This is an optimization exercise on Yosys and OpenROAD, whose aim is small area and a short achievable clock period, not a production implementation.
Only simulation tests tie the RTL to the original design; equivalence was not proved.
No activity file was given, so power comes from the tool's default toggle rates.

--- design/flow/constraint.sdc ---
create_clock -name core_clock -period 7.0 [get_ports {clk}]
set_input_delay 1.4000 -clock core_clock [delete_from_list [all_inputs] [get_ports {clk}]]
set_output_delay 1.4000 -clock core_clock [all_outputs]
set_load 0.01 [all_outputs]
--- design/flow/design.v ---
module data_bus #(
  parameter int RAM_WORDS = 64,
  parameter int DEBOUNCE  = 4
) (
  input  logic        clk,
  input  logic        reset,
  input  logic        memwrite,
  input  logic [31:0] addr,
  input  logic [31:0] writedata,
  output logic [31:0] readdata,
  input  logic [4:0]  SW,
  output logic [6:0]  gled,
  output logic [6:0]  gled2,
  output logic [6:0]  gled3,
  output logic [6:0]  gled4
);
  localparam int AW = $clog2(RAM_WORDS);
  localparam int CW = (DEBOUNCE < 2) ? 1 : $clog2(DEBOUNCE);
  logic [31:0]   r_ram [RAM_WORDS];
  logic [15:0]   r_disp;
  logic [4:0]    r_sw_s1;
  logic [4:0]    r_sw_s2;
  logic [4:0]    r_sw_cand;
  logic [CW-1:0] r_db_cnt;
  logic [4:0]    r_swreg;
  logic [31:0]   r_timer;
  logic [31:0]   r_cmp;
  logic          r_match;
  logic                 w_page0;
  logic                 w_ram_blk;    
  logic                 w_per_blk;    
  logic [RAM_WORDS-1:0] w_sel_ram;    
  logic [7:0]           w_sel_per;    
  assign w_page0   = (addr[31:16] == 16'h0000);
  assign w_ram_blk = (addr[31:AW+2] == '0);
  assign w_per_blk = w_page0 && (addr[15:5] == 11'h7F8);
  always_comb begin
    for (int i = 0; i < RAM_WORDS; i++) w_sel_ram[i] = (addr[AW+1:2] == AW'(i));
    for (int i = 0; i < 8; i++)         w_sel_per[i] = (addr[4:2] == 3'(i));
  end
  function automatic logic [6:0] seg7(input logic [3:0] h);
    case (h)
      4'h0: seg7 = 7'b1000000;
      4'h1: seg7 = 7'b1111001;
      4'h2: seg7 = 7'b0100100;
      4'h3: seg7 = 7'b0110000;
      4'h4: seg7 = 7'b0011001;
      4'h5: seg7 = 7'b0010010;
      4'h6: seg7 = 7'b0000010;
      4'h7: seg7 = 7'b1111000;
      4'h8: seg7 = 7'b0000000;
      4'h9: seg7 = 7'b0010000;
      4'hA: seg7 = 7'b0001000;
      4'hB: seg7 = 7'b0000011;
      4'hC: seg7 = 7'b1000110;
      4'hD: seg7 = 7'b0100001;
      4'hE: seg7 = 7'b0000110;
      default: seg7 = 7'b0001110;
    endcase
  endfunction
  logic [15:0] w_disp_shown;
  assign w_disp_shown = reset ? r_disp : 16'h0000;
  assign gled  = seg7(w_disp_shown[3:0]);
  assign gled2 = seg7(w_disp_shown[7:4]);
  assign gled3 = seg7(w_disp_shown[11:8]);
  assign gled4 = seg7(w_disp_shown[15:12]);
  logic [4:0]  w_ps;
  logic [31:0] w_rd_ram;
  logic [31:0] w_rd_per;
  assign w_ps = {5{w_per_blk}} & w_sel_per[4:0];
  always_comb begin
    w_rd_ram = 32'h0;
    for (int i = 0; i < RAM_WORDS; i++) w_rd_ram = w_rd_ram | (r_ram[i] & {32{w_sel_ram[i]}});
    w_rd_per = ({16'h0, r_disp}   & {32{w_ps[0]}})
             | ({27'h0, r_swreg}  & {32{w_ps[1]}})
             | (r_timer           & {32{w_ps[2]}})
             | (r_cmp             & {32{w_ps[3]}})
             | ({31'h0, r_match}  & {32{w_ps[4]}});
    readdata = (w_rd_ram & {32{w_ram_blk}}) | w_rd_per;
  end
  for (genvar i = 0; i < RAM_WORDS; i++) begin : g_ram
    always_ff @(posedge clk) begin
      if (memwrite && w_ram_blk && w_sel_ram[i]) r_ram[i] <= writedata;
    end
  end
  always_ff @(posedge clk) begin
    if (!reset) begin
      r_disp <= 16'h0000;
      r_cmp  <= 32'hFFFF_FFFF;
    end else if (memwrite) begin
      if (w_ps[0]) r_disp <= writedata[15:0];
      if (w_ps[3]) r_cmp  <= writedata;
    end
  end
  always_ff @(posedge clk) begin
    if (!reset) begin
      r_timer <= 32'h0;
      r_match <= 1'b0;
    end else begin
      if (memwrite && w_ps[2]) r_timer <= writedata;
      else                     r_timer <= r_timer + 32'd1;
      if (r_timer == r_cmp)                       r_match <= 1'b1;
      else if (memwrite && w_ps[4] && writedata[0]) r_match <= 1'b0;
    end
  end
  always_ff @(posedge clk) begin
    if (!reset) begin
      r_sw_s1   <= 5'h0;
      r_sw_s2   <= 5'h0;
      r_sw_cand <= 5'h0;
      r_db_cnt  <= '0;
      r_swreg   <= 5'h0;
    end else begin
      r_sw_s1 <= SW;
      r_sw_s2 <= r_sw_s1;
      if (r_sw_s2 == r_swreg) begin
        r_sw_cand <= r_sw_s2;
        r_db_cnt  <= '0;
      end else if (r_sw_s2 != r_sw_cand) begin
        r_sw_cand <= r_sw_s2;
        r_db_cnt  <= CW'(1);
      end else if (r_db_cnt == CW'(DEBOUNCE - 1)) begin
        r_swreg  <= r_sw_s2;
        r_db_cnt <= '0;
      end else begin
        r_db_cnt <= r_db_cnt + 1'b1;
      end
    end
  end
endmodule
--- design/flow/flow/my_synth.tcl ---
# Standard synthesis (synth_recipe.tcl, unchanged) with one difference: the combinational
# mapping step uses an area-oriented ABC script (flow/abc_area.script). Registers, their
# names and cell types are exactly as in the standard synthesis.
proc abc {args} {
  set i [lsearch -exact $args -script]
  if {$i >= 0} { lset args [expr {$i+1}] $::env(MY_ABC_SCRIPT) }
  puts "own flow: abc $args"
  yosys abc {*}$args
}
source $::env(MY_WORK)/synth_recipe.tcl
--- design/flow/flow/abc_area.script ---
strash
ifraig
scorr
dc2
dch -f
map -a
topo
stime -c
--- design/flow/flow/run.sh ---
#!/bin/bash
# Own flow: the standard layout (standard.sh) with these changes:
#  - synthesis reads flow/impl.v, the RTL with its address decode and load path written as
#    explicit standard cells (made by gen/make_impl.py; same registers, same function);
#  - the rest of the logic is mapped with an area-oriented ABC script (flow/abc_area.script);
#    registers, their names and cell types are as in the standard synthesis;
#  - ports are buffered with buf_4 rather than a delay cell;
#  - clock tree synthesis uses larger sink clusters of clkbuf_16 without dummy loads, and
#    timing is repaired once, after global routing, rather than also after clock tree synthesis.
# Each tool's output is kept in a log file in this folder.
set -euo pipefail
WORK=$(pwd)
export MY_WORK=$WORK
export MY_ABC_SCRIPT=$WORK/flow/abc_area.script
export CTS_ARGS="-sink_clustering_enable -repair_clock_nets -sink_clustering_size 25 -sink_clustering_max_diameter 100 -buf_list sky130_fd_sc_hd__clkbuf_16 -dont_use_dummy_load"
export BUFFER_PORTS_ARGS="-buffer_cell sky130_fd_sc_hd__buf_4"
export SKIP_CTS_REPAIR_TIMING=1
sed -e "s#SYNTH_SCRIPT=[^ ]*#SYNTH_SCRIPT=$WORK/flow/my_synth.tcl VERILOG_FILES=$WORK/flow/impl.v#" standard.sh > my_standard.sh
grep -q "my_synth.tcl" my_standard.sh
bash my_standard.sh > flow_make.log 2>&1
for f in orfs/logs/*/data_bus/base/*.log; do cp "$f" "log_$(basename "$f")"; done
test -f out/final.def
--- design/flow/config.mk ---
export PLATFORM = sky130hd
export DESIGN_NAME = data_bus
export DESIGN_NICKNAME = data_bus
export VERILOG_FILES = /design/flow/design.v
export SDC_FILE = /design/flow/constraint.sdc
export NUM_CORES = 4
export LEC_CHECK = 0
export CAP_MARGIN = 5
export CORE_MARGIN = 2
export CORE_UTILIZATION = 50
export SETUP_SLACK_MARGIN = 1.8
export SLEW_MARGIN = 5
--- design/flow/flow/impl.v ---
// rtl/data_bus.sv - core data bus: word RAM, hex display, debounced switches, timer/compare
module data_bus #(
  parameter int RAM_WORDS = 64,
  parameter int DEBOUNCE  = 4
) (
  input  logic        clk,
  input  logic        reset,
  input  logic        memwrite,
  input  logic [31:0] addr,
  input  logic [31:0] writedata,
  output logic [31:0] readdata,
  input  logic [4:0]  SW,
  output logic [6:0]  gled,
  output logic [6:0]  gled2,
  output logic [6:0]  gled3,
  output logic [6:0]  gled4
);

  localparam int AW = $clog2(RAM_WORDS);
  // Count only has to reach DEBOUNCE-1; the load happens on that cycle.
  localparam int CW = (DEBOUNCE < 2) ? 1 : $clog2(DEBOUNCE);

  logic [31:0]   r_ram [RAM_WORDS];
  logic [15:0]   r_disp;
  logic [4:0]    r_sw_s1;
  logic [4:0]    r_sw_s2;
  logic [4:0]    r_sw_cand;
  logic [CW-1:0] r_db_cnt;
  logic [4:0]    r_swreg;
  logic [31:0]   r_timer;
  logic [31:0]   r_cmp;
  logic          r_match;

  // Address decode. RAM word selects use only the word-index bits addr[7:2]; the block checks
  // (page 0 and the rest of the address) are applied separately, at the end of the load path.
  logic                 w_page0;
  logic                 w_ram_blk;   // addr[31:8] == 0: RAM window
  logic                 w_per_blk;   // addr[31:5] == 0xFF00 >> 5: peripheral window
  logic [RAM_WORDS-1:0] w_sel_ram;   // one-hot on addr[7:2]
  logic [7:0]           w_sel_per;   // one-hot on addr[4:2]

  assign w_page0   = (addr[31:16] == 16'h0000);
  assign w_per_blk = w_page0 && (addr[15:5] == 11'h7F8);
  always_comb begin
    for (int i = 0; i < 8; i++) w_sel_per[i] = (addr[4:2] == 3'(i));
  end

  // RAM window (addr[31:8] all zero), applied late in the load path, and word lines: 3-bit
  // predecodes of addr[4:2] and addr[7:5], and a NOR2 per word.
  wire [5:0] c_z;
  wire       c_y0_n, c_y1_n;
  for (genvar m = 0; m < 6; m++) begin : g_blk
    sky130_fd_sc_hd__nor4_1 u_z (.A(addr[8+4*m]), .B(addr[9+4*m]), .C(addr[10+4*m]), .D(addr[11+4*m]), .Y(c_z[m]));
  end
  sky130_fd_sc_hd__nand3_1 u_y0 (.A(c_z[0]), .B(c_z[1]), .C(c_z[2]), .Y(c_y0_n));
  sky130_fd_sc_hd__nand3_1 u_y1 (.A(c_z[3]), .B(c_z[4]), .C(c_z[5]), .Y(c_y1_n));
  sky130_fd_sc_hd__nor2_1  u_rb (.A(c_y0_n), .B(c_y1_n), .Y(w_ram_blk));

  wire [7:2] c_an;
  wire [7:0] c_pa_n;
  wire [7:0] c_pb_n;
  for (genvar k = 2; k < 8; k++) begin : g_ainv
    sky130_fd_sc_hd__inv_4 u_inv (.A(addr[k]), .Y(c_an[k]));
  end
  for (genvar j = 0; j < 8; j++) begin : g_pre
    sky130_fd_sc_hd__nand3_4 u_pa (.A((j % 2) ? addr[2] : c_an[2]), .B(((j / 2) % 2) ? addr[3] : c_an[3]),
                           .C((j / 4) ? addr[4] : c_an[4]), .Y(c_pa_n[j]));
    sky130_fd_sc_hd__nand3_4 u_pb (.A((j % 2) ? addr[5] : c_an[5]), .B(((j / 2) % 2) ? addr[6] : c_an[6]),
                           .C((j / 4) ? addr[7] : c_an[7]), .Y(c_pb_n[j]));
  end
  wire [RAM_WORDS-1:0] c_wl;
  for (genvar i = 0; i < RAM_WORDS; i++) begin : g_wl
    sky130_fd_sc_hd__nor2_4 u_wl (.A(c_pa_n[i % 8]), .B(c_pb_n[i / 8]), .Y(c_wl[i]));
  end
  assign w_sel_ram = c_wl;

  // RAM write enables: their own predecode (off the load path's word lines), with the store
  // and the RAM window check folded into the addr[7:5] predecode.
  wire       c_wr;
  wire [7:0] c_wpa_n;
  wire [7:0] c_wpb_n;
  wire [RAM_WORDS-1:0] c_we;
  sky130_fd_sc_hd__and2_1 u_wr (.A(memwrite), .B(w_ram_blk), .X(c_wr));
  for (genvar j = 0; j < 8; j++) begin : g_wpre
    sky130_fd_sc_hd__nand3_1 u_pa (.A((j % 2) ? addr[2] : c_an[2]), .B(((j / 2) % 2) ? addr[3] : c_an[3]),
                           .C((j / 4) ? addr[4] : c_an[4]), .Y(c_wpa_n[j]));
    sky130_fd_sc_hd__nand4_1 u_pb (.A((j % 2) ? addr[5] : c_an[5]), .B(((j / 2) % 2) ? addr[6] : c_an[6]),
                           .C((j / 4) ? addr[7] : c_an[7]), .D(c_wr), .Y(c_wpb_n[j]));
  end
  for (genvar i = 0; i < RAM_WORDS; i++) begin : g_we
    sky130_fd_sc_hd__nor2_1 u_we (.A(c_wpa_n[i % 8]), .B(c_wpb_n[i / 8]), .Y(c_we[i]));
  end

  // Active-low segments, bit0=a .. bit6=g.
  function automatic logic [6:0] seg7(input logic [3:0] h);
    case (h)
      4'h0: seg7 = 7'b1000000;
      4'h1: seg7 = 7'b1111001;
      4'h2: seg7 = 7'b0100100;
      4'h3: seg7 = 7'b0110000;
      4'h4: seg7 = 7'b0011001;
      4'h5: seg7 = 7'b0010010;
      4'h6: seg7 = 7'b0000010;
      4'h7: seg7 = 7'b1111000;
      4'h8: seg7 = 7'b0000000;
      4'h9: seg7 = 7'b0010000;
      4'hA: seg7 = 7'b0001000;
      4'hB: seg7 = 7'b0000011;
      4'hC: seg7 = 7'b1000110;
      4'hD: seg7 = 7'b0100001;
      4'hE: seg7 = 7'b0000110;
      default: seg7 = 7'b0001110;
    endcase
  endfunction

  // Blank to zeros while reset is held, even before the first reset edge.
  logic [15:0] w_disp_shown;
  assign w_disp_shown = reset ? r_disp : 16'h0000;
  assign gled  = seg7(w_disp_shown[3:0]);
  assign gled2 = seg7(w_disp_shown[7:4]);
  assign gled3 = seg7(w_disp_shown[11:8]);
  assign gled4 = seg7(w_disp_shown[15:12]);

  // Combinational load: AND-OR over one-hot selects; anything unmapped reads as zero.
  logic [4:0]  w_ps;
  assign w_ps = {5{w_per_blk}} & w_sel_per[4:0];
  // Load path per bit: AOI222 over three word lines at a time, NAND4/NAND3, OAI21 with the
  // RAM window, and a final NAND4 with the register terms.
  for (genvar b = 0; b < 32; b++) begin : g_rd
    wire [21:0] l1;
    wire [5:0]  l2;
    wire        h0_n, h1_n, h2_n, p_n;
    for (genvar g = 0; g < 21; g++) begin : g_l1
      sky130_fd_sc_hd__a222oi_1 u (.A1(c_wl[3*g]),   .A2(r_ram[3*g][b]),
                                  .B1(c_wl[3*g+1]), .B2(r_ram[3*g+1][b]),
                                  .C1(c_wl[3*g+2]), .C2(r_ram[3*g+2][b]), .Y(l1[g]));
    end
    sky130_fd_sc_hd__nand2_1 u_l1_21 (.A(c_wl[63]), .B(r_ram[63][b]), .Y(l1[21]));
    for (genvar g = 0; g < 4; g++) begin : g_l2
      sky130_fd_sc_hd__nand4_1 u (.A(l1[4*g]), .B(l1[4*g+1]), .C(l1[4*g+2]), .D(l1[4*g+3]), .Y(l2[g]));
    end
    sky130_fd_sc_hd__nand3_1 u_l2_4 (.A(l1[16]), .B(l1[17]), .C(l1[18]), .Y(l2[4]));
    sky130_fd_sc_hd__nand3_1 u_l2_5 (.A(l1[19]), .B(l1[20]), .C(l1[21]), .Y(l2[5]));
    sky130_fd_sc_hd__o21ai_2 u_l3_0 (.A1(l2[0]), .A2(l2[1]), .B1(w_ram_blk), .Y(h0_n));
    sky130_fd_sc_hd__o21ai_2 u_l3_1 (.A1(l2[2]), .A2(l2[3]), .B1(w_ram_blk), .Y(h1_n));
    sky130_fd_sc_hd__o21ai_2 u_l3_2 (.A1(l2[4]), .A2(l2[5]), .B1(w_ram_blk), .Y(h2_n));
    if (b == 0) begin : g_p5
      wire p0_n, p1_n;
      sky130_fd_sc_hd__a222oi_1 u_p0 (.A1(w_ps[0]), .A2(r_disp[b]), .B1(w_ps[1]), .B2(r_swreg[b]),
                                     .C1(w_ps[2]), .C2(r_timer[b]), .Y(p0_n));
      sky130_fd_sc_hd__a22oi_1 u_p1 (.A1(w_ps[3]), .A2(r_cmp[b]), .B1(w_ps[4]), .B2(r_match), .Y(p1_n));
      sky130_fd_sc_hd__and2_1 u_p (.A(p0_n), .B(p1_n), .X(p_n));
    end else if (b < 5) begin : g_p4
      wire p0_n, p1_n;
      sky130_fd_sc_hd__a22oi_1 u_p0 (.A1(w_ps[0]), .A2(r_disp[b]), .B1(w_ps[1]), .B2(r_swreg[b]), .Y(p0_n));
      sky130_fd_sc_hd__a22oi_1 u_p1 (.A1(w_ps[2]), .A2(r_timer[b]), .B1(w_ps[3]), .B2(r_cmp[b]), .Y(p1_n));
      sky130_fd_sc_hd__and2_1 u_p (.A(p0_n), .B(p1_n), .X(p_n));
    end else if (b < 16) begin : g_p3
      sky130_fd_sc_hd__a222oi_1 u_p0 (.A1(w_ps[0]), .A2(r_disp[b]), .B1(w_ps[2]), .B2(r_timer[b]),
                                     .C1(w_ps[3]), .C2(r_cmp[b]), .Y(p_n));
    end else begin : g_p2
      sky130_fd_sc_hd__a22oi_1 u_p0 (.A1(w_ps[2]), .A2(r_timer[b]), .B1(w_ps[3]), .B2(r_cmp[b]), .Y(p_n));
    end
    sky130_fd_sc_hd__nand4_4 u_o (.A(h0_n), .B(h1_n), .C(h2_n), .D(p_n), .Y(readdata[b]));
  end

  // RAM store; contents survive reset and stores still land while reset is held.
  for (genvar i = 0; i < RAM_WORDS; i++) begin : g_ram
    always_ff @(posedge clk) begin
      if (c_we[i]) r_ram[i] <= writedata;
    end
  end

  // Display and compare registers written from the bus.
  always_ff @(posedge clk) begin
    if (!reset) begin
      r_disp <= 16'h0000;
      r_cmp  <= 32'hFFFF_FFFF;
    end else if (memwrite) begin
      if (w_ps[0]) r_disp <= writedata[15:0];
      if (w_ps[3]) r_cmp  <= writedata;
    end
  end

  // Free-running timer with bus load, and sticky MATCH where a set beats a clear.
  always_ff @(posedge clk) begin
    if (!reset) begin
      r_timer <= 32'h0;
      r_match <= 1'b0;
    end else begin
      if (memwrite && w_ps[2]) r_timer <= writedata;
      else                     r_timer <= r_timer + 32'd1;
      if (r_timer == r_cmp)                       r_match <= 1'b1;
      else if (memwrite && w_ps[4] && writedata[0]) r_match <= 1'b0;
    end
  end

  // Switch synchronizer and debouncer: candidate must hold DEBOUNCE cycles to replace SWREG.
  always_ff @(posedge clk) begin
    if (!reset) begin
      r_sw_s1   <= 5'h0;
      r_sw_s2   <= 5'h0;
      r_sw_cand <= 5'h0;
      r_db_cnt  <= '0;
      r_swreg   <= 5'h0;
    end else begin
      r_sw_s1 <= SW;
      r_sw_s2 <= r_sw_s1;
      if (r_sw_s2 == r_swreg) begin
        r_sw_cand <= r_sw_s2;
        r_db_cnt  <= '0;
      end else if (r_sw_s2 != r_sw_cand) begin
        r_sw_cand <= r_sw_s2;
        r_db_cnt  <= CW'(1);
      end else if (r_db_cnt == CW'(DEBOUNCE - 1)) begin
        r_swreg  <= r_sw_s2;
        r_db_cnt <= '0;
      end else begin
        r_db_cnt <= r_db_cnt + 1'b1;
      end
    end
  end

endmodule
--- design/flow/standard.sh ---
#!/bin/bash
# synth_recipe.tcl (not shown) runs the flow's synth.tcl, then flattens the netlist and writes it again
# the make line also repeats each setting of config.mk as NAME=value (left out here)
make -C /OpenROAD-flow-scripts/flow DESIGN_CONFIG=/design/flow/config.mk WORK_HOME=/design/flow/orfs CLKGATE_MAP_FILE= SYNTH_SCRIPT=/design/flow/synth_recipe.tcl "${@:-finish}"
==> summary.txt, run 1 <==
Sequential Power Share - 67.0%
Hold Path End - r_sw_s2[1]$_SDFF_PN0_
Sw Pwr - 4290 uW
Outcome - complete, no violations
Clock share of power - 29.5%
CTS tree - yes
P per Cell Area - 236 mW/mm^2
Max_cap viols - 0
Buffers & Inverters on Critical Path - 4
Synth Cell Area - 0.0783 sq mm
Slew HR - 18.4%
Synth warnings - 2
Final nets - 4,752
Initial antenna violation count - 9
Clock root buffer - clkbuf_16
# setup viols final - 0
Critical R2R Capture - r_timer[28]$_SDFF_PN0_
Worst EP arrival - 3990 ps
Post-Synth Adder-Cell Area - 0.416%
Pre-antenna DRT Iters - 9
Site Rows - 145
Final core occ - 57.0%
Vias post-DR - 46,850
Period minus WS final - 5390 ps
Fmax - 186 MHz
Least-Margin Pin Slew - 1220 ps
Vias per cell - 6.98
Mux contribution to synthesized area - 0%
WHS Path Cells - 2
Largest net degree at the start of global routing - 97
Mapped Avg Cell Area - 19.3 sq um
Area contributors post-synth - edfxtp_1 79%, a222oi_1 8.7%, dfxtp_1 2.6%, nand4_1 1.2%, o21ai_2 1.1%
Reg clk slew, reported paths - 90 ps
P_leak - 0.0269 uW
Unrepaired setup endpoints after global routing - yes
GRT Overall Usage - 27.4%
Critical Path Max Stage Delay - 450 ps
FILL cells - 11,713
Internal Pwr Total - 16,700 uW
Setup Skew - 55.4 ps
Routed wire per std cell - 36.5 microns
Part of the Yosys area used for sequential elements - 81.2%
DPL Wire Length - 126,000 microns
Simple-gate share of the synthesized area - 5.85%
Clk sinks - 2,151
FF-to-FF setup slack - 3560 ps
Post-route clock period utilization - 77.0%
Main combinational cell family by area after synthesis - compound AO/OA/AOI/OAI gates
Worst ir drop on vdd - 0.205 mV
Die width - 400 microns
Total CTS buffers - 96
Clk latency of the worst-skew pair - 760 ps
Maximum fanout along the worst path - 8
Grt total ovfl - 0
Fin. Hold Viols - 0
Netlist cell types - 36
Sw frac - 20.4%
Fin. max-slew vios - 0
Core area - 0.156 sq mm
DRC violations left - 0
Final setup TNS - 0 ps
CP required - 5600 ps
Pwr Total - 21,000 uW
Antenna viol nets, final - 0
Cell count after synthesis - 4,054
Critical R2R Launch - r_timer[0]$_SDFF_PN0_
Max Buffers Root-to-Sink - 3
Place WS - 1260 ps
CP cell instances - buf_16, buf_6, nand3_4, buf_4, nor2_2, a222oi_1, nand4_1, o21ai_2, nand4_4, buf_4
Area grow syn2layout - 13.5%
Die Area - 0.160 sq mm
Post-Route WL - 245,000 microns
First-pass GRT wire length - 310,000 microns
Port Buffers - 129
Hold Path Class - register to register
WS Path Type - primary input to output pin
HP Start - r_sw_s1[1]$_SDFF_PN0_
Worst Reg-to-Reg Cells - 16
Drt initial violations - 10,071
Synth Area in XOR/XNOR - 0.481%
Yosys top cell area share - 78.6%
Routability-driven placement congestion ratio - 0.868
Cell mode on critical path - buf_4
Top Ports - 132
Crit. End Element - output pin
Layout cells sized above 1 - 19.0%
Crit path launch type - primary input
Initial core utilization - 50.2%
Setup WS post-layout - 1610 ps
H-tree depth - 3
Critical-path top delay cell - a222oi_1
Yosys reg bits - 2,151
Combinational power share - 3.5%
Synth Area in Compound Gates - 11.5%
Die span in y - 400 microns
Largest area contributor in the netlist - edfxtp_1
CP delay by family, top - simple AND/OR/NAND/NOR gates
Vias in the first global route - 42,156
Syn_nets - 4,152
cells in the final DEF (no fill, tap or decap), types with 2 or more instances in the layout:
cell       count
diode_2        3
a32oi_1        7
nand2_1      158
nor3_1        13
a22oi_1       31
o211ai_1       6
buf_4        357
a21oi_1       71
o32ai_1        8
o21ai_4       27
clkinv_1     110
nor2_1        70
buf_12        46
nand3_4       16
xor2_1        23
inv_6          4
edfxtp_1    2048
a222oi_1     684
nor2_4       169
nor2_2        18
a31oi_1        2
dfxtp_1      103
o21ai_2       69
inv_12         2
and2_1         6
nand4_4       32
o21ai_0       76
nor4_1        26
a211oi_1       4
buf_6         24
ha_1          26
clkbuf_16    103
xnor2_1       20
o22ai_1       10
nand4_1      149
buf_16         5
nand3_1      111
buf_8          6
logic make-up (layout without fill, tap and decap cells):
kind of cell / count (synthesis) / after routing
other: 0 / 3
xor gates and xnor gates: 43 / 43
AOI/OAI and AO/OA: 999 / 999
adders and majority gates: 26 / 26
DFF: 2151 / 2151
buffers and inverters: 117 / 659
and+or+nand+nor: 718 / 774
worst max-delay path by stage:
stage | start | end | slack (ps) | cells past startpoint
final | addr[7] | readdata[24] | 1610 | 10
after global routing | addr[6] | readdata[4] | 1670 | 11
after CTS | addr[3] | readdata[29] | 1260 | 10
after detailed placement | addr[3] | readdata[29] | 1260 | 10
after global placement | addr[3] | readdata[16] | 1290 | 10
after floorplan | addr[24] | r_ram[0][0]$_DFFE_PP_ | 1080 | 6
synthesized netlist by cell type:
library cell	n
a2111oi_0	1
a211oi_1	4
a21oi_1	71
a221oi_1	1
a222oi_1	684
a22oi_1	31
a31oi_1	2
a32oi_1	7
and2_1	6
and3_2	1
clkinv_1	111
dfxtp_1	103
edfxtp_1	2048
ha_1	26
inv_4	6
nand2_1	158
nand3_1	112
nand3_4	16
nand3b_1	1
nand4_1	149
nand4_4	32
nor2_1	137
nor2_4	64
nor3_1	14
nor3b_1	1
nor4_1	26
o2111ai_1	1
o211ai_1	6
o21a_1	1
o21ai_0	76
o21ai_2	96
o22ai_1	10
o32ai_1	8
or2_2	1
xnor2_1	20
xor2_1	23
worst reg2reg max path, delay by kind of cell (launching register included):
kind,cells,cell delay (ps)
buffers and inverters,2,360
XOR/XNOR,1,160
adder cells (fa/ha/maj),1,260
AO/OA/AOI/OAI,1,120
AND/OR/NAND/NOR,11,2020
flip-flops,1,450
state kept, by name, summed over array words and instances, names as in the netlist:
signal,cells
r_disp,16
r_cmp,32
r_sw_s2,5
r_ram,2048
r_match,1
r_db_cnt,2
r_timer,32
r_sw_cand,5
r_sw_s1,5
r_swreg,5
area by class of cell:
cell class	instances	area (sq um)	share of cell area, %
antenna	3	7.51	0.00845
clock buffer	96	2400	2.70
inverter	117	488	0.549
multi-input combinational	1842	15500	17.5
sequential	2151	63600	71.6
tap	2058	2570	2.90
timing repair buffer	446	4290	4.83
per-layer routing:
layer	GRT usage (%)	part of all wire (%)	routed length (microns)
met1	39.7	38	93400
met2	42.7	47	115000
met3	5.31	12	28600
met4	7.53	3.0	7440
met5	0	0	0
power by group through the flow:
| stage | logic, uW | clock network, uW | registers, uW |
|---|---|---|---|
| CTS | 575 | 6190 | 14100 |
| global route | 755 | 6630 | 14100 |
| floorplan | 168 | 0 | 14400 |
| detailed placement | 575 | 0 | 14400 |
| global placement | 560 | 0 | 14400 |
| finish | 734 | 6180 | 14100 |
per-stage QoR:
stage | cells | instance area [sq um] | hold WS (ps)
floorplan | 4054 | 78400 | 383
global placement | 6357 | 83200 | 397
detailed placement | 6357 | 83200 | 392
CTS | 6453 | 85600 | 406
global route | 6710 | 88800 | 422
finish | 6713 | 88800 | 403
==> run 2: changes to the inputs <==
--- a/design/flow/config.mk
+++ b/design/flow/config.mk
@@ -8,5 +8,5 @@
 export CAP_MARGIN = 5
 export CORE_MARGIN = 2
-export CORE_UTILIZATION = 50
+export CORE_UTILIZATION = 59
 export SETUP_SLACK_MARGIN = 1.8
 export SLEW_MARGIN = 5
==> run 2 against run 1 <==
Critical path depth stayed put. Maximum frequency rose by 1.8%. Register-to-register slack better by 110 ps. Sequential share of layout area rose by 0.42 points. First-iteration DRC count grew 9.9%. Non-clock buffer count fell by 24. Routed wire length increased by 2.0%. Worst hold slack better by 9.7 ps. Setup slack better by 96 ps. Utilization increased by 10 points. Power is essentially flat. Largest cell class unchanged.
==> summary.txt, run 2 <==
Slew HR - 16.6%
Critical R2R Launch - r_timer[0]$_SDFF_PN0_
CP delay by family, top - simple AND/OR/NAND/NOR gates
Vias post-DR - 47,197
WS Path Type - primary input to output pin
FF-to-FF setup slack - 3670 ps
Die span in y - 368 microns
Worst ir drop on vdd - 0.202 mV
Yosys reg bits - 2,151
CP required - 5600 ps
Primary FF master, synth - edfxtp_1
First-pass GRT wire length - 315,000 microns
Initial core utilization - 59.5%
Critical Path Max Stage Delay - 640 ps
Max Buffers Root-to-Sink - 3
Largest net degree at the start of global routing - 68
DRC violations left - 0
Syn_nets - 4,152
Clock root buffer - clkbuf_16
Fin area - 0.0883 sq mm
Hold Path End - r_sw_s2[2]$_SDFF_PN0_
Top Ports - 132
Clk sinks - 2,151
Post-route clock period utilization - 75.6%
Netlist cell types - 36
Crit. End Element - output pin
P per Cell Area - 238 mW/mm^2
Reg clk slew, reported paths - 100 ps
Area contributors post-synth - edfxtp_1 79%, a222oi_1 8.7%, dfxtp_1 2.6%, nand4_1 1.2%, o21ai_2 1.1%
Routability-driven placement congestion ratio - 0.899
Period minus WS final - 5290 ps
Total CTS buffers - 96
Final core occ - 67.1%
P_leak - 0.0267 uW
Cell count after synthesis - 4,054
Mapped Avg Cell Area - 19.3 sq um
Synth Cell Area - 0.0783 sq mm
Vias in the first global route - 41,900
Layout cells sized above 1 - 18.7%
Fin. Hold Viols - 0
Max_cap viols - 0
Fin. max-slew vios - 0
Max reg flops - 2,048
Maximum fanout along the worst path - 10
Largest area contributor in the netlist - edfxtp_1
Final non-filler cell total - 6,387
Antenna viol nets, final - 0
Placed inst area - 0.0829 sq mm
Largest regs - r_ram x2048, r_cmp x32, r_timer x32
Hold Path Class - register to register
Post-synth EDFFs - 2,048
Die width - 368 microns
Critical-path top delay cell - nor2_2
H-tree depth - 3
Clk latency of the worst-skew pair - 730 ps
# setup viols final - 0
Synth top cells by count - 2,048 x edfxtp_1, 684 x a222oi_1, 158 x nand2_1
Crit path launch type - primary input
Part of the Yosys area used for sequential elements - 81.2%
CP cell instances - buf_16, inv_6, nand3_4, buf_12, nor2_2, a222oi_1, nand4_1, o21ai_2, nand4_4, buf_6
Die Area - 0.136 sq mm
Yosys top cell area share - 78.6%
Most common library cell in the layout ignoring fill and taps - edfxtp_1
Post-synth ARST share - 0%
Critical R2R Capture - r_timer[31]$_SDFF_PN0_
Setup Skew - 45.7 ps
Area grow syn2layout - 12.8%
Final setup TNS - 0 ps
Cell with the most instances after synthesis - edfxtp_1
Outcome - complete, no violations
Final nets - 4,730
GRT Overall Usage - 33.1%
Initial antenna violation count - 10
Routed wire per std cell - 39.1 microns
Site Rows - 133
Grt total ovfl - 0
Unrepaired setup endpoints after global routing - yes
Worst EP arrival - 3890 ps
CTS tree - yes
Post-Place Cells - 6,057
Drt initial violations - 11,071
Least-Margin Pin Slew - 1250 ps
Vias per cell - 7.39
Port Buffers - 129
Most flops, register - r_ram
Buffers & Inverters on Critical Path - 4
Pre-antenna DRT Iters - 12
FILL cells - 8,765
WHS Path Cells - 2
HP Start - r_sw_s1[2]$_SDFF_PN0_
Fmax - 189 MHz
DPL Wire Length - 129,000 microns
Core area - 0.132 sq mm
Synth warnings - 2
Most frequent cells in the layout - 2,048 x edfxtp_1, 684 x a222oi_1, 337 x buf_4, 171 x nor2_4, 157 x nand2_1
Worst Reg-to-Reg Cells - 12
Post-Route WL - 250,000 microns
[run 2: cell types whose count changed in the layout (fill, tap and decap cells not counted), sizes merged]
cell	delta
buf	-20
clkbuf	-4
clkinv	-1
diode	-1
inv	+1
nor2	+2
[run 2: worst reg2reg max path, cell delays in order (launching register included)]
cell     delay [ps]
dfxtp_1         440
nand3_1         150
nor3b_1         350
nand3_1         200
nor2_1          190
nand4_1         260
nor3_1          330
nand3_1         210
nor4_1          240
nand4_1         190
nor3_1          370
xor2_1          180
a21oi_1          70
[run 2: final cells by class]
class,count,area (sq um),share of cell area [%]
repair buffers,422,3990,4.52
well taps,1755,2200,2.49
multi-input cells,1844,15700,17.7
inverters,117,497,0.562
flip-flops and latches,2151,63600,72.0
clock buffers,96,2400,2.72
diodes,2,5.00,0.00567
[run 2: cells by family (layout without fill, tap and decap cells)]
logic type	Yosys count	in the layout	synth area share [%]
AOI/OAI and AO/OA	999	999	11.5
xor gates and xnor gates	43	43	0.481
adders and majority gates	26	26	0.416
buffers and inverters	117	635	0.580
DFF	2151	2151	81.2
other	0	2	0
and+or+nand+nor	718	776	5.85
[run 2: power by group]
part           internal, uW  switching, uW
clock network          2460           3720
logic                   174            580
registers             14100           4.75
[run 2: worst max-delay path by stage]
stage                   from                    end  depth (start not counted)
floorplan           addr[24]  r_ram[0][0]$_DFFE_PP_                          6
global placement     addr[7]           readdata[21]                         10
detailed placement   addr[7]           readdata[21]                         10
CTS                  addr[7]           readdata[21]                         10
global route         addr[6]           readdata[31]                         11
finish               addr[4]           readdata[31]                         10
[run 2: metrics by stage]
step | hold slack, ps | setup slack, ps | power, uW
finish | 413 | 1710 | 21000
global route | 429 | 1710 | 21400
CTS | 414 | 1200 | 20800
detailed placement | 400 | 1210 | 14900
global placement | 402 | 1240 | 14900
floorplan | 383 | 1080 | 14500
[run 2: layer usage]
layer / global-route usage [%] / share of wire [%] / up-vias
met3: 6.51 / 13 / 294
met4: 9.52 / 3.3 / 2
li1: - / - / 19194
met2: 51.5 / 47 / 3347
met1: 48.1 / 37 / 24360
met5: 0 / 0.0052 / -
==> run 3: changes to the inputs <==
--- a/design/flow/config.mk
+++ b/design/flow/config.mk
@@ -8,5 +8,5 @@
 export CAP_MARGIN = 5
 export CORE_MARGIN = 2
-export CORE_UTILIZATION = 59
+export CORE_UTILIZATION = 55
 export SETUP_SLACK_MARGIN = 1.8
 export SLEW_MARGIN = 5
==> run 3 against run 2 <==
Power fell by 0.32%. Clock skew rose by 2.1 ps. Routed wire length fell by 3.8%. Clock power barely moved. Final cell count rose by 1.8%. Largest power group unchanged. Maximum frequency fell by 0.25%. Highest routed layer is now met4. Register-to-register slack got worse by 90 ps. Worst hold slack got worse by 15 ps. Utilization fell by 4.6 points. Global-route usage fell by 3.0 points. Sequential cell count did not move. Synthesized area did not move.
==> summary.txt, run 3 <==
HP Start - r_sw_s1[2]$_SDFF_PN0_
CTS tree - yes
Largest regs - r_ram x2048, r_cmp x32, r_timer x32
Outcome - complete, no violations
Syn_nets - 4,152
Vias per cell - 7.13
# setup viols final - 0
Post-synth ARST share - 0%
Core area - 0.141 sq mm
Most common library cell in the layout ignoring fill and taps - edfxtp_1
Reg clk slew, reported paths - 100 ps
Routed wire per std cell - 37.0 microns
Sequential Power Share - 67.2%
Slew HR - 21.1%
Die span in y - 381 microns
Antenna viol nets, final - 0
H-tree depth - 3
Fin. max-slew vios - 0
Primary FF master, synth - edfxtp_1
Sw Pwr - 4240 uW
Clk latency of the worst-skew pair - 740 ps
Clock share of power - 29.3%
Pre-antenna DRT Iters - 14
Critical R2R Launch - r_timer[0]$_SDFF_PN0_
CP required - 5600 ps
Fin. Hold Viols - 0
Initial core utilization - 55.3%
Period minus WS final - 5310 ps
P_leak - 0.0268 uW
P per Cell Area - 237 mW/mm^2
Routability-driven placement congestion ratio - 0.857
Part of the Yosys area used for sequential elements - 81.2%
Total CTS buffers - 96
Die Area - 0.145 sq mm
Post-synth EDFFs - 2,048
Mux contribution to synthesized area - 0%
Max reg flops - 2,048
Area grow syn2layout - 12.9%
Site Rows - 138
Synth warnings - 2
FF-to-FF setup slack - 3580 ps
Least-Margin Pin Slew - 1180 ps
Largest area contributor in the netlist - edfxtp_1
Vias post-DR - 46,335
Port Buffers - 129
Synth Area in XOR/XNOR - 0.481%
Crit. End Element - output pin
Setup Skew - 47.8 ps
Simple-gate share of the synthesized area - 5.85%
Layout cells sized above 1 - 18.3%
Worst EP arrival - 3910 ps
Top Ports - 132
Max Buffers Root-to-Sink - 3
WHS Path Cells - 2
Hold Path Class - register to register
DPL Wire Length - 124,000 microns
Most frequent cells in the layout - 2,048 x edfxtp_1, 684 x a222oi_1, 325 x buf_4, 160 x nor2_4, 157 x nand2_1
Yosys top cell area share - 78.6%
Synth top cells by count - 2,048 x edfxtp_1, 684 x a222oi_1, 158 x nand2_1
Cell count after synthesis - 4,054
Drt initial violations - 9,916
Initial antenna violation count - 5
Unrepaired setup endpoints after global routing - yes
First-pass GRT wire length - 310,000 microns
Clk sinks - 2,151
DRC violations left - 0
Critical R2R Capture - r_timer[31]$_SDFF_PN0_
Hold Path End - r_sw_s2[2]$_SDFF_PN0_
Final setup TNS - 0 ps
Sw frac - 20.3%
Clock root buffer - clkbuf_16
Cell with the most instances after synthesis - edfxtp_1
GRT Overall Usage - 30.1%
Yosys reg bits - 2,151
Diodes inserted - 0
Largest net degree at the start of global routing - 97
Pwr Total - 20,900 uW
Combinational power share - 3.4%
Maximum fanout along the worst path - 13
Synth Cell Area - 0.0783 sq mm
Most flops, register - r_ram
Main combinational cell family by area after synthesis - compound AO/OA/AOI/OAI gates
Mapped Avg Cell Area - 19.3 sq um
Post-Route WL - 240,000 microns
Synth Area in Compound Gates - 11.5%
Area contributors post-synth - edfxtp_1 79%, a222oi_1 8.7%, dfxtp_1 2.6%, nand4_1 1.2%, o21ai_2 1.1%
WS Path Type - primary input to output pin
Internal Pwr Total - 16,700 uW
Die width - 381 microns
Worst ir drop on vdd - 0.187 mV
Netlist cell types - 36
Worst Reg-to-Reg Cells - 12
Post-route clock period utilization - 75.8%
Max_cap viols - 0
Grt total ovfl - 0
Fmax - 188 MHz
Crit path launch type - primary input
Vias in the first global route - 42,015
Final nets - 4,709
Post-Synth Adder-Cell Area - 0.416%
run 3: worst max-delay path, cell delays in order:
cell and delay [ps]:
buf_12 140, inv_6 80, nand3_4 160, buf_12 160, buf_4 150, nor2_4 110, a222oi_1 370, nand4_1 390
o21ai_2 550, nand4_4 190, buf_4 190
run 3: layout make-up:
cell class	count	area, sq um
Clock buffer	96	2400
Fill cell	9909	53100
Inverter	117	483
Multi-Input combinational cell	1832	15500
Sequential cell	2151	63600
Tap cell	1890	2360
Timing Repair Buffer	413	4050
run 3: stage by stage:
| stage | setup slack [ps] | hold slack [ps] | area [sq um] | instances | utilization [%] |
|---|---|---|---|---|---|
| 2_1_floorplan | 1080 | 383 | 78400 | 4054 | - |
| 3_3_place_gp | 1210 | 394 | 83100 | 6197 | 58.7 |
| 3_5_place_dp | 1220 | 397 | 83100 | 6197 | 58.7 |
| 4_1_cts | 1220 | 407 | 85500 | 6293 | 60.4 |
| 5_1_grt | 1710 | 427 | 88300 | 6499 | 62.5 |
| 6_report | 1690 | 397 | 88300 | 6499 | 62.5 |
run 3: how the worst max path moves through the flow:
stage	cells past startpoint	startpoint	end
floorplan	6	addr[24]	r_ram[0][0]$_DFFE_PP_
CTS	10	addr[7]	readdata[16]
finish	11	addr[4]	readdata[9]
global route	11	addr[5]	readdata[31]
detailed placement	10	addr[7]	readdata[16]
global placement	10	addr[7]	readdata[16]
run 3: logic make-up after synthesis:
family | Yosys count
AOI/OAI and AO/OA | 999
DFF | 2151
xor gates and xnor gates | 43
adders and majority gates | 26
buffers and inverters | 117
and+or+nand+nor | 718
run 3: metal layers:
layer | track usage, % | up-vias | share of wire (%)
li1 | - | 19103 | -
met1 | 43.9 | 24036 | 38
met2 | 47.3 | 2951 | 47
met3 | 5.32 | 245 | 12
met4 | 7.92 | 0 | 2.8
met5 | 0 | - | 0
run 3: power groups by stage:
| stage | Clock, uW | Combinational [uW] | Sequential [uW] |
|---|---|---|---|
| 6_report | 6140 | 721 | 14100 |
| 3_5_place_dp | 0 | 575 | 14400 |
| 4_1_cts | 6180 | 576 | 14100 |
| 2_1_floorplan | 0 | 168 | 14400 |
| 5_1_grt | 6570 | 741 | 14100 |
| 3_3_place_gp | 0 | 564 | 14400 |
==> run 4: changes to the inputs <==
--- a/design/flow/config.mk
+++ b/design/flow/config.mk
@@ -9,4 +9,4 @@
 export CORE_MARGIN = 2
 export CORE_UTILIZATION = 55
-export SETUP_SLACK_MARGIN = 1.8
+export SETUP_SLACK_MARGIN = 2.1
 export SLEW_MARGIN = 5
==> run 4 against run 3 <==
Still clean on timing, DRC and antenna. Utilization increased by 0.48 points. Setup slack worse by 15 ps. Sequential cell count is the same. Synthesized cell count is the same. Worst hold slack improved by 7.2 ps. Combinational power rose by 3.1%. Final cell count up 0.58%. Clock skew decreased by 1.7 ps. Power rose by 0.15%. Maximum frequency decreased by 0.27%. Final area grew 0.76%. Sequential power about the same. Highest routed layer unchanged.
==> summary.txt, run 4 <==
Worst Reg-to-Reg Cells - 12
Vias post-DR - 46,663
P per Cell Area - 235 mW/mm^2
Post-synth EDFFs - 2,048
Layer with the highest usage - met2
Worst EP arrival - 3920 ps
Largest area contributor in the netlist - edfxtp_1
CP delay by family, top - simple AND/OR/NAND/NOR gates
Period minus WS final - 5320 ps
HP Start - r_sw_s1[2]$_SDFF_PN0_
Final setup TNS - 0 ps
Fin. max-slew vios - 0
Mapped Avg Cell Area - 19.3 sq um
Port Buffers - 129
Post-route clock period utilization - 76.0%
Die span in y - 381 microns
CP required - 5600 ps
Routed wire per std cell - 37.2 microns
Hold Path End - r_sw_s2[2]$_SDFF_PN0_
Drt initial violations - 9,922
Met2 GRT Util - 47.3%
Initial core utilization - 55.3%
Slew HR - 20.9%
Worst hold slack - 405 ps
CP cell instances - buf_16, inv_8, nand3_4, buf_12, nor2_4, buf_12, buf_4, a222oi_1, nand4_1, o21ai_4, nand4_4, buf_4
Primary FF master, synth - edfxtp_1
Post-synth ARST share - 0%
Clk sinks - 2,151
# setup viols final - 0
Core area - 0.141 sq mm
Total CTS buffers - 96
Buffers & Inverters on Critical Path - 6
Final nets - 4,745
Vias in the first global route - 42,015
Area grow syn2layout - 13.7%
Pre-antenna DRT Iters - 10
Syn_nets - 4,152
Synth Cell Area - 0.0783 sq mm
Critical R2R Capture - r_timer[31]$_SDFF_PN0_
FF-to-FF setup slack - 3590 ps
Part of the Yosys area used for sequential elements - 81.2%
Least-Margin Pin Slew - 1180 ps
Max Buffers Root-to-Sink - 3
Routability-driven placement congestion ratio - 0.857
Critical-path top delay cell - nand4_1
GR Util met1 - 43.9%
DRC violations left - 0
Worst ir drop on vdd - 0.197 mV
DPL Wire Length - 124,000 microns
GRT Overall Usage - 30.1%
Layout cells sized above 1 - 19.0%
Antenna viol nets, final - 0
Fin. Hold Viols - 0
Max reg flops - 2,048
Crit. End Element - output pin
WS Path Type - primary input to output pin
Netlist cell types - 36
Die Area - 0.145 sq mm
Reg clk slew, reported paths - 100 ps
Yosys top cell area share - 78.6%
WHS Path Cells - 2
Max_cap viols - 0
Clk latency of the worst-skew pair - 740 ps
Die width - 381 microns
Cell count after synthesis - 4,054
Maximum fanout along the worst path - 9
Top Ports - 132
Post-Route WL - 243,000 microns
Cell with the most instances after synthesis - edfxtp_1
Yosys reg bits - 2,151
Outcome - complete, no violations
H-tree depth - 3
Unrepaired setup endpoints after global routing - yes
Initial antenna violation count - 4
Critical Path Max Stage Delay - 480 ps
Grt total ovfl - 0
Setup Skew - 46.1 ps
First-pass GRT wire length - 310,000 microns
Largest net degree at the start of global routing - 97
CTS tree - yes
Area contributors post-synth - edfxtp_1 79%, a222oi_1 8.7%, dfxtp_1 2.6%, nand4_1 1.2%, o21ai_2 1.1%
P_leak - 0.0270 uW
Synth top cells by count - 2,048 x edfxtp_1, 684 x a222oi_1, 158 x nand2_1
Most common library cell in the layout ignoring fill and taps - edfxtp_1
Largest regs - r_ram x2048, r_cmp x32, r_timer x32
Crit path launch type - primary input
Clock root buffer - clkbuf_16
Most frequent cells in the layout - 2,048 x edfxtp_1, 684 x a222oi_1, 332 x buf_4, 161 x nor2_4, 157 x nand2_1
Most flops, register - r_ram
Hold Path Class - register to register
Vias per cell - 7.14
Synth warnings - 2
GR Util met3 - 5.32%
Site Rows - 138
Critical R2R Launch - r_timer[0]$_SDFF_PN0_
Fmax - 188 MHz
run 4: cell types whose count changed in the layout (fill, tap and decap cells not counted), moves of 4 or more:
cell	change
o21ai_2	-16
buf_6	+12
buf_4	+7
buf_12	+9
clkbuf_16	+4
o21ai_4	+16
run 4: cell type report:
type	instances	area [sq um]
Sequential cell	2151	63600
Inverter	117	495
Fill cell	9849	52400
Clock buffer	96	2400
Antenna cell	2	5.00
Timing Repair Buffer	447	4550
Multi-Input combinational cell	1834	15600
Tap cell	1890	2360
run 4: cells by family after synthesis:
logic type      after synthesis  synth area share [%]
compound gates              999                  11.5
xor+xnor                     43                 0.481
fa+ha+maj                    26                 0.416
buf+inv                     117                 0.580
flops                      2151                  81.2
simple gates                718                  5.85
run 4: how the worst max path moves through the flow:
stage,slack (ps),cells after the start,startpoint,end
6_report,1680,12,addr[3],readdata[9]
5_1_grt,1740,10,addr[7],readdata[16]
4_1_cts,1220,10,addr[7],readdata[16]
3_5_place_dp,1220,10,addr[7],readdata[16]
3_3_place_gp,1210,10,addr[7],readdata[16]
2_1_floorplan,1080,6,addr[24],r_ram[0][0]$_DFFE_PP_
run 4: routing by layer:
| layer | share of wire, % | vias up |
|---|---|---|
| met5 | 0 | - |
| met4 | 2.9 | 0 |
| met3 | 12 | 239 |
| met2 | 47 | 3113 |
| met1 | 38 | 24113 |
| li1 | - | 19198 |
run 4: worst reg2reg max path, stage by stage (launching register included):
cell and delay [ps]:
dfxtp_1 470, nand3_1 150, nor3b_1 370, nand3_1 180, nor2_1 190, nand4_1 260, nor3_1 300, nand3_1 220
nor4_1 270, nand4_1 200, nor3_1 370, xor2_1 190, a21oi_1 80
run 4: report_power, final:
part / leakage (uW) / switching (uW) / total [uW] / internal [uW]
Combinational: 0.00660 / 564 / 743 / 179
Sequential: 0.0192 / 4.76 / 14100 / 14100
Clock: 0.00118 / 3690 / 6150 / 2460
Total: 0.0270 / 4260 / 21000 / 16700
run 4: metrics by stage:
step           area [sq um]  setup slack (ps)  utilization [%]  power [uW]  instances
2_1_floorplan         78400              1080                -       14500       4054
3_3_place_gp          83100              1210             58.7       14900       6197
3_5_place_dp          83100              1220             58.7       14900       6197
4_1_cts               85500              1220             60.4       20800       6293
5_1_grt               89000              1740             62.9       21400       6535
6_report              89000              1680             62.9       21000       6537
==> run 5: changes to the inputs <==
--- a/design/flow/flow/impl.v
+++ b/design/flow/flow/impl.v
@@ -56,4 +56,6 @@
   sky130_fd_sc_hd__nand3_1 u_y1 (.A(c_z[3]), .B(c_z[4]), .C(c_z[5]), .Y(c_y1_n));
   sky130_fd_sc_hd__nor2_1  u_rb (.A(c_y0_n), .B(c_y1_n), .Y(w_ram_blk));
+  wire       c_rb_n;
+  sky130_fd_sc_hd__or2_2   u_rbn (.A(c_y0_n), .B(c_y1_n), .X(c_rb_n));
 
   wire [7:2] c_an;
@@ -125,6 +127,8 @@
   logic [4:0]  w_ps;
   assign w_ps = {5{w_per_blk}} & w_sel_per[4:0];
-  // Load path per bit: AOI222 over three word lines at a time, NAND4/NAND3, OAI21 with the
-  // RAM window, and a final NAND4 with the register terms.
+  // Load path per bit: AOI222 over three word lines at a time, AND4/AND3 (active-low "some
+  // word of this block selected and set"), AO21 pairs with the inverted RAM window, and a
+  // final NAND4 with the register terms. AND and AO cells have a strong output stage for the
+  // long wires between the levels.
   for (genvar b = 0; b < 32; b++) begin : g_rd
     wire [21:0] l1;
@@ -138,11 +142,11 @@
     sky130_fd_sc_hd__nand2_1 u_l1_21 (.A(c_wl[63]), .B(r_ram[63][b]), .Y(l1[21]));
     for (genvar g = 0; g < 4; g++) begin : g_l2
-      sky130_fd_sc_hd__nand4_1 u (.A(l1[4*g]), .B(l1[4*g+1]), .C(l1[4*g+2]), .D(l1[4*g+3]), .Y(l2[g]));
-    end
-    sky130_fd_sc_hd__nand3_1 u_l2_4 (.A(l1[16]), .B(l1[17]), .C(l1[18]), .Y(l2[4]));
-    sky130_fd_sc_hd__nand3_1 u_l2_5 (.A(l1[19]), .B(l1[20]), .C(l1[21]), .Y(l2[5]));
-    sky130_fd_sc_hd__o21ai_2 u_l3_0 (.A1(l2[0]), .A2(l2[1]), .B1(w_ram_blk), .Y(h0_n));
-    sky130_fd_sc_hd__o21ai_2 u_l3_1 (.A1(l2[2]), .A2(l2[3]), .B1(w_ram_blk), .Y(h1_n));
-    sky130_fd_sc_hd__o21ai_2 u_l3_2 (.A1(l2[4]), .A2(l2[5]), .B1(w_ram_blk), .Y(h2_n));
+      sky130_fd_sc_hd__and4_2 u (.A(l1[4*g]), .B(l1[4*g+1]), .C(l1[4*g+2]), .D(l1[4*g+3]), .X(l2[g]));
+    end
+    sky130_fd_sc_hd__and3_2 u_l2_4 (.A(l1[16]), .B(l1[17]), .C(l1[18]), .X(l2[4]));
+    sky130_fd_sc_hd__and3_2 u_l2_5 (.A(l1[19]), .B(l1[20]), .C(l1[21]), .X(l2[5]));
+    sky130_fd_sc_hd__a21o_2 u_l3_0 (.A1(l2[0]), .A2(l2[1]), .B1(c_rb_n), .X(h0_n));
+    sky130_fd_sc_hd__a21o_2 u_l3_1 (.A1(l2[2]), .A2(l2[3]), .B1(c_rb_n), .X(h1_n));
+    sky130_fd_sc_hd__a21o_2 u_l3_2 (.A1(l2[4]), .A2(l2[5]), .B1(c_rb_n), .X(h2_n));
     if (b == 0) begin : g_p5
       wire p0_n, p1_n;
--- a/design/flow/config.mk
+++ b/design/flow/config.mk
@@ -9,4 +9,4 @@
 export CORE_MARGIN = 2
 export CORE_UTILIZATION = 55
-export SETUP_SLACK_MARGIN = 2.1
+export SETUP_SLACK_MARGIN = 1.8
 export SLEW_MARGIN = 5
==> run 5 against run 4 <==
Die area up 0.82%. Clock skew down 6.9 ps. Synthesized area up 0.83%. Combinational power down 5.9%. Largest power group unchanged. Highest routed layer is now met5.
==> summary.txt, run 5 <==
First-pass GRT wire length - 317,000 microns
Worst EP arrival - 3850 ps
Fmax - 190 MHz
Metal2 WL - 110,000 microns
Largest area contributor in the netlist - edfxtp_1
Synth Cell Area - 0.0789 sq mm
Unrepaired setup endpoints after global routing - yes
Max_cap viols - 0
Met3 WL - 27,600 microns
Crit. End Element - output pin
Synth top cells by count - 2,048 x edfxtp_1, 684 x a222oi_1, 158 x nand2_1
Worst ir drop on vdd - 0.208 mV
Area contributors post-synth - edfxtp_1 78%, a222oi_1 8.7%, dfxtp_1 2.6%, and4_2 1.6%, a21o_2 1.1%
Final setup TNS - 0 ps
Yosys top cell area share - 77.9%
Final nets - 4,758
WHS Path Cells - 2
Syn_nets - 4,153
H-tree depth - 3
Worst Reg-to-Reg Cells - 12
Max Buffers Root-to-Sink - 3
Vias post-DR - 46,605
Hold Path End - r_sw_s2[1]$_SDFF_PN0_
Reg clk slew, reported paths - 90 ps
Slew HR - 16.2%
# setup viols final - 0
Synth Area in XOR/XNOR - 0.477%
Pwr Total - 20,900 uW
Die width - 383 microns
Placed inst area - 0.0838 sq mm
Netlist cell types - 37
Area grow syn2layout - 12.8%
Cell count after synthesis - 4,055
Routed wire per std cell - 36.7 microns
Max reg flops - 2,048
Port Buffers - 129
Clock root buffer - clkbuf_16
DRC violations left - 0
Synth warnings - 2
Outcome - complete, no violations
Initial antenna violation count - 5
Layout cells sized above 1 - 23.2%
Post-synth EDFFs - 2,048
Final core occ - 62.7%
CP cell instances - buf_6, inv_4, nand3_4, buf_12, buf_6, nor2_4, buf_4, buf_12, a222oi_1, and4_2, a21o_4, nand4_4, buf_4
CP startpoint - addr[2]
Primary FF master, synth - edfxtp_1
Main combinational cell family by area after synthesis - compound AO/OA/AOI/OAI gates
FF-to-FF setup slack - 3650 ps
Diodes inserted - 0
Die span in y - 383 microns
Least-Margin Pin Slew - 1250 ps
Site Rows - 138
Maximum fanout along the worst path - 12
Most flops, register - r_ram
Core area - 0.142 sq mm
Critical R2R Capture - r_timer[31]$_SDFF_PN0_
Critical-path top delay cell - a222oi_1
Vias per cell - 7.12
Highest metal used - met5
Simple-gate share of the synthesized area - 6.62%
DPL Wire Length - 132,000 microns
Cell with the most instances after synthesis - edfxtp_1
Crit path launch type - primary input
CTS tree - yes
Post-Synth Adder-Cell Area - 0.412%
Post-route clock period utilization - 75.0%
Most frequent cells in the layout - 2,048 x edfxtp_1, 684 x a222oi_1, 400 x buf_4, 158 x nand2_1, 155 x nor2_4
Mux contribution to synthesized area - 0%
Fin. Hold Viols - 0
Metal1 wirelength - 93,800 microns
Critical Path Max Stage Delay - 520 ps
Clk sinks - 2,151
Vias in the first global route - 41,746
Clk latency of the worst-skew pair - 740 ps
Part of the Yosys area used for sequential elements - 80.5%
Top Ports - 132
Setup Skew - 39.2 ps
CP required - 5600 ps
Total CTS buffers - 96
Post-synth ARST share - 0%
Initial core utilization - 55.6%
Critical R2R Launch - r_timer[2]$_SDFF_PN0_
Routability-driven placement congestion ratio - 0.870
HP Start - r_sw_s1[1]$_SDFF_PN0_
Mapped Avg Cell Area - 19.5 sq um
Drt initial violations - 10,038
Die Area - 0.147 sq mm
Period minus WS final - 5250 ps
Antenna viol nets, final - 0
P_leak - 0.0264 uW
Most common library cell in the layout ignoring fill and taps - edfxtp_1
WS Path Type - primary input to output pin
GRT Overall Usage - 30.8%
P per Cell Area - 235 mW/mm^2
Fin area - 0.0890 sq mm
Fin. max-slew vios - 0
Worst hold slack - 397 ps
Largest net degree at the start of global routing - 68
Yosys reg bits - 2,151
Post-Route WL - 240,000 microns
Synth Area in Compound Gates - 11.4%
Hold Path Class - register to register
Largest regs - r_ram x2048, r_cmp x32, r_timer x32
Grt total ovfl - 0
Pre-antenna DRT Iters - 13
==> run 5: cell types whose count changed in the layout (fill, tap and decap cells not counted), sizes merged, moves of 2 or more <==
| cell | previous run | this run |
|---|---|---|
| and4 | 0 | 128 |
| nand4 | 181 | 53 |
| a21o | 0 | 96 |
| o21ai | 172 | 76 |
| nand3 | 130 | 64 |
| and3 | 1 | 65 |
| buf | 432 | 475 |
| clkbuf | 111 | 96 |
| nor2 | 247 | 233 |
| diode | 2 | 0 |
==> run 5: cells by family after synthesis <==
logic type      Yosys count
compound gates          999
xor+xnor                 43
fa+ha+maj                26
buf+inv                 117
flops                  2151
simple gates            719
==> run 5: worst max-delay path: cells and delay by family <==
| kind | cells | cell delay, ps |
|---|---|---|
| buffers and inverters | 7 | 1110 |
| AOI/OAI and AO/OA | 2 | 700 |
| and+or+nand+nor | 4 | 570 |
==> run 5: layout make-up <==
| cell class | count | area (sq um) |
|---|---|---|
| timing repair buffer | 475 | 4340 |
| sequential | 2151 | 63600 |
| inverter | 117 | 460 |
| clock buffer | 96 | 2400 |
| fill | 10147 | 52900 |
| tap | 1890 | 2360 |
| multi-input combinational | 1819 | 15900 |
==> run 5: worst max path at each step <==
stage	endpoint	slack, ps	cells past startpoint
final	readdata[25]	1750	13
after global routing	readdata[25]	1720	13
after CTS	readdata[17]	1290	10
after detailed placement	readdata[20]	1300	10
after global placement	readdata[17]	1310	10
after floorplan	readdata[1]	2040	9
==> run 5: per-layer routing <==
layer / GRT usage [%] / vias to the layer above
met5: 0 / -
met4: 10.3 / 2
met3: 5.10 / 317
met2: 47.0 / 3015
met1: 45.6 / 24066
li1: - / 19205
==> run 5: per-stage QoR <==
| step | instances | worst slack [ps] |
|---|---|---|
| after floorplan | 4055 | 2040 |
| after global placement | 6214 | 1310 |
| after detailed placement | 6214 | 1300 |
| after CTS | 6310 | 1290 |
| after global routing | 6548 | 1720 |
| final | 6548 | 1750 |
==> run 5: power by group <==
part	internal [uW]	leakage, uW	total (uW)	switching [uW]
Combinational	175	0.00602	699	524
Sequential	14100	0.0192	14100	4.58
Clock	2460	0.00118	6150	3700
==> run 6: changes to the inputs <==
--- a/design/flow/config.mk
+++ b/design/flow/config.mk
@@ -9,4 +9,4 @@
 export CORE_MARGIN = 2
 export CORE_UTILIZATION = 55
-export SETUP_SLACK_MARGIN = 1.8
+export SETUP_SLACK_MARGIN = 2.9
 export SLEW_MARGIN = 5
==> run 6 against run 5 <==
Setup slack worse by 500 ps. Power is 0.47% lower. Clock-buffer cell count stayed put. Die area stayed put. Highest routed layer unchanged. Final cell count is 2.7% lower. Clock power hardly changed. Worst hold slack better by 1.7 ps. Synthesized cell count stayed put. Non-clock buffer count is 150 lower.
==> summary.txt, run 6 <==
# setup viols final - 0
Synth warnings - 2
Max reg flops - 2,048
Sw Pwr - 4170 uW
Unrepaired setup endpoints after global routing - yes
Fin. Hold Viols - 0
Post-synth EDFFs - 2,048
Post-synth ARST share - 0%
Site Rows - 138
GRT Overall Usage - 30.9%
Pre-antenna DRT Iters - 10
Largest regs - r_ram x2048, r_cmp x32, r_timer x32
Period minus WS final - 5750 ps
Netlist cell types - 37
Hold Path Class - register to register
Layout cells sized above 1 - 21.1%
Vias in the first global route - 42,141
Place WS - 1240 ps
Vias per cell - 7.06
Die Area - 0.147 sq mm
Clock share of power - 29.5%
Top Ports - 132
Slew HR - 23.9%
Routed wire per std cell - 36.4 microns
Maximum fanout along the worst path - 29
Internal Pwr Total - 16,600 uW
Placed inst area - 0.0840 sq mm
Die span in y - 383 microns
Area grow syn2layout - 10.3%
Largest area contributor in the netlist - edfxtp_1
Final nets - 4,579
FILL cells - 10,322
Cell with the most instances after synthesis - edfxtp_1
WS Path Type - primary input to output pin
P per Cell Area - 239 mW/mm^2
Least-Margin Pin Slew - 1140 ps
Vias post-DR - 44,998
Worst ir drop on vdd - 0.209 mV
Largest net degree at the start of global routing - 68
Crit path launch type - primary input
Synth Cell Area - 0.0789 sq mm
Combinational power share - 2.9%
Setup WS post-layout - 1250 ps
CTS tree - yes
Sw frac - 20.0%
Primary FF master, synth - edfxtp_1
Part of the Yosys area used for sequential elements - 80.5%
Syn_nets - 4,153
Max Buffers Root-to-Sink - 3
Die width - 383 microns
Drt initial violations - 9,320
Grt total ovfl - 0
Routability-driven placement congestion ratio - 0.926
P_leak - 0.0255 uW
Clock root buffer - clkbuf_16
Most common library cell in the layout ignoring fill and taps - edfxtp_1
Port Buffers - 129
First-pass GRT wire length - 318,000 microns
Max_cap viols - 0
Worst EP arrival - 4350 ps
Clk sinks - 2,151
Post-route clock period utilization - 82.1%
Total CTS buffers - 96
Initial core utilization - 55.6%
Core area - 0.142 sq mm
Mapped Avg Cell Area - 19.5 sq um
Cell count after synthesis - 4,055
Clk latency of the worst-skew pair - 730 ps
Most frequent cells in the layout - 2,048 x edfxtp_1, 684 x a222oi_1, 315 x buf_4, 149 x nand2_1, 133 x nor2_4
H-tree depth - 3
Initial antenna violation count - 6
Crit. End Element - output pin
Final setup TNS - 0 ps
Outcome - complete, no violations
Setup Skew - 20.9 ps
Sequential Power Share - 67.6%
Post-Route WL - 232,000 microns
Fin. max-slew vios - 0
CP required - 5600 ps
Yosys top cell area share - 77.9%
Yosys reg bits - 2,151
Area contributors post-synth - edfxtp_1 78%, a222oi_1 8.7%, dfxtp_1 2.6%, and4_2 1.6%, a21o_2 1.1%
Antenna viol nets, final - 0
Synth top cells by count - 2,048 x edfxtp_1, 684 x a222oi_1, 158 x nand2_1
Fmax - 174 MHz
DRC violations left - 0
Fin area - 0.0870 sq mm
Most flops, register - r_ram
DPL Wire Length - 133,000 microns
Reg clk slew, reported paths - 90 ps
-- run 6: cell counts after synthesis --
Identical to the previous run, type by type.
-- run 6: cell type report --
type / instances / area, sq um / share of cell area, %
Multi-Input combinational cell: 1788 / 15600 / 17.9
Timing Repair inverter: 2 / 22.5 / 0.0259
Sequential cell: 2151 / 63600 / 73.0
Clock buffer: 96 / 2400 / 2.76
Timing Repair Buffer: 325 / 2570 / 2.96
Tap cell: 1890 / 2360 / 2.72
Antenna cell: 1 / 2.50 / 0.00288
Inverter: 117 / 518 / 0.595
-- run 6: cell families (layout without fill, tap and decap cells) --
kind of cell,after synthesis,count (layout),share of synthesized area [%]
buffers and inverters,117,540,0.576
adder cells (fa/ha/maj),26,26,0.412
other,0,1,0
flip-flops,2151,2151,80.5
AND/OR/NAND/NOR,719,720,6.62
XOR/XNOR,43,43,0.477
AO/OA/AOI/OAI,999,999,11.4
-- run 6: power groups by stage --
stage | Clock [uW] | Combinational [uW] | Sequential, uW
2_1_floorplan | 0 | 176 | 14400
3_3_place_gp | 0 | 573 | 14400
6_report | 6140 | 614 | 14100
5_1_grt | 6610 | 641 | 14100
3_5_place_dp | 0 | 585 | 14400
4_1_cts | 6210 | 586 | 14100
-- run 6: worst max-delay path: stages --
cell     delay [ps]
buf_4           200
nor4_1          300
nand3_1         340
nor2_1          240
nand2_2         170
nor2_4          740
a22oi_1         470
nand4_4         310
buf_4           160
-- run 6: stage by stage --
step | hold WS, ps | power [uW] | util [%] | instances
2_1_floorplan | 383 | 14500 | - | 4055
3_3_place_gp | 387 | 14900 | 59.2 | 6230
3_5_place_dp | 388 | 14900 | 59.2 | 6230
4_1_cts | 402 | 20900 | 60.9 | 6326
5_1_grt | 420 | 21300 | 61.3 | 6369
6_report | 399 | 20800 | 61.3 | 6370
-- run 6: worst paths after layout --
path                    startpoint                     end  slack, ps  cells past startpoint
max reg2reg  r_timer[0]$_SDFF_PN0_  r_timer[28]$_SDFF_PN0_       3680                     16
min          r_sw_s1[3]$_SDFF_PN0_   r_sw_s2[3]$_SDFF_PN0_        400                      2
min reg2reg  r_sw_s1[3]$_SDFF_PN0_   r_sw_s2[3]$_SDFF_PN0_        400                      2
max                        addr[6]            readdata[28]       1250                      9
-- run 6: per-layer routing --
layer  vias up  part of all wire (%)  GRT usage [%]
li1      18804                     -              -
met1     23388                    39           44.7
met2      2561                    47           48.6
met3       241                    11           5.46
met4         4                   3.0           9.36
met5         -                 0.069          0.529

==> static timing again, ports no longer ideal <==
The results above use ideal ports. As a check the final layouts listed here were re-extracted and re-timed, cells and wires unchanged. Step 1: set_driving_cell puts a clkbuf_16 on clk and a buf_2 on each other input, an assumption about the parent block. Step 2 moves the port delays by t, midway between the first and last clock arrival at a register: inputs arrive t later, outputs are due t later. That takes back most of the time a late clock gives input paths. a / b / c = ideal / step 1 / step 2; a / b = the first two.
run	shift t [ns]	setup slack, ns	hold WS [ns]	worst setup path at the end	clock arrival spread, ns
run 1	0.793	1.610 / 1.437 / 1.437	0.403 / 0.403 / 0.403	input to output	0.108 / 0.107
run 2	0.802	1.706 / 1.456 / 1.456	0.413 / 0.413 / 0.413	input to output	0.070 / 0.070
run 3	0.803	1.693 / 1.470 / 1.456	0.397 / 0.397 / 0.397	input to register	0.065 / 0.066
run 4	0.804	1.678 / 1.403 / 1.403	0.405 / 0.405 / 0.405	input to output	0.073 / 0.073
run 5	0.812	1.749 / 1.658 / 1.658	0.397 / 0.397 / 0.397	input to output	0.057 / 0.057
run 6	0.817	1.252 / 1.225 / 1.225	0.399 / 0.399 / 0.399	input to output	0.057 / 0.057
After both steps every run listed still meets setup and hold. For run 4, which loses most, drivers alone change the setup slack by -0.275 ns; drivers and shift together by -0.275 ns.
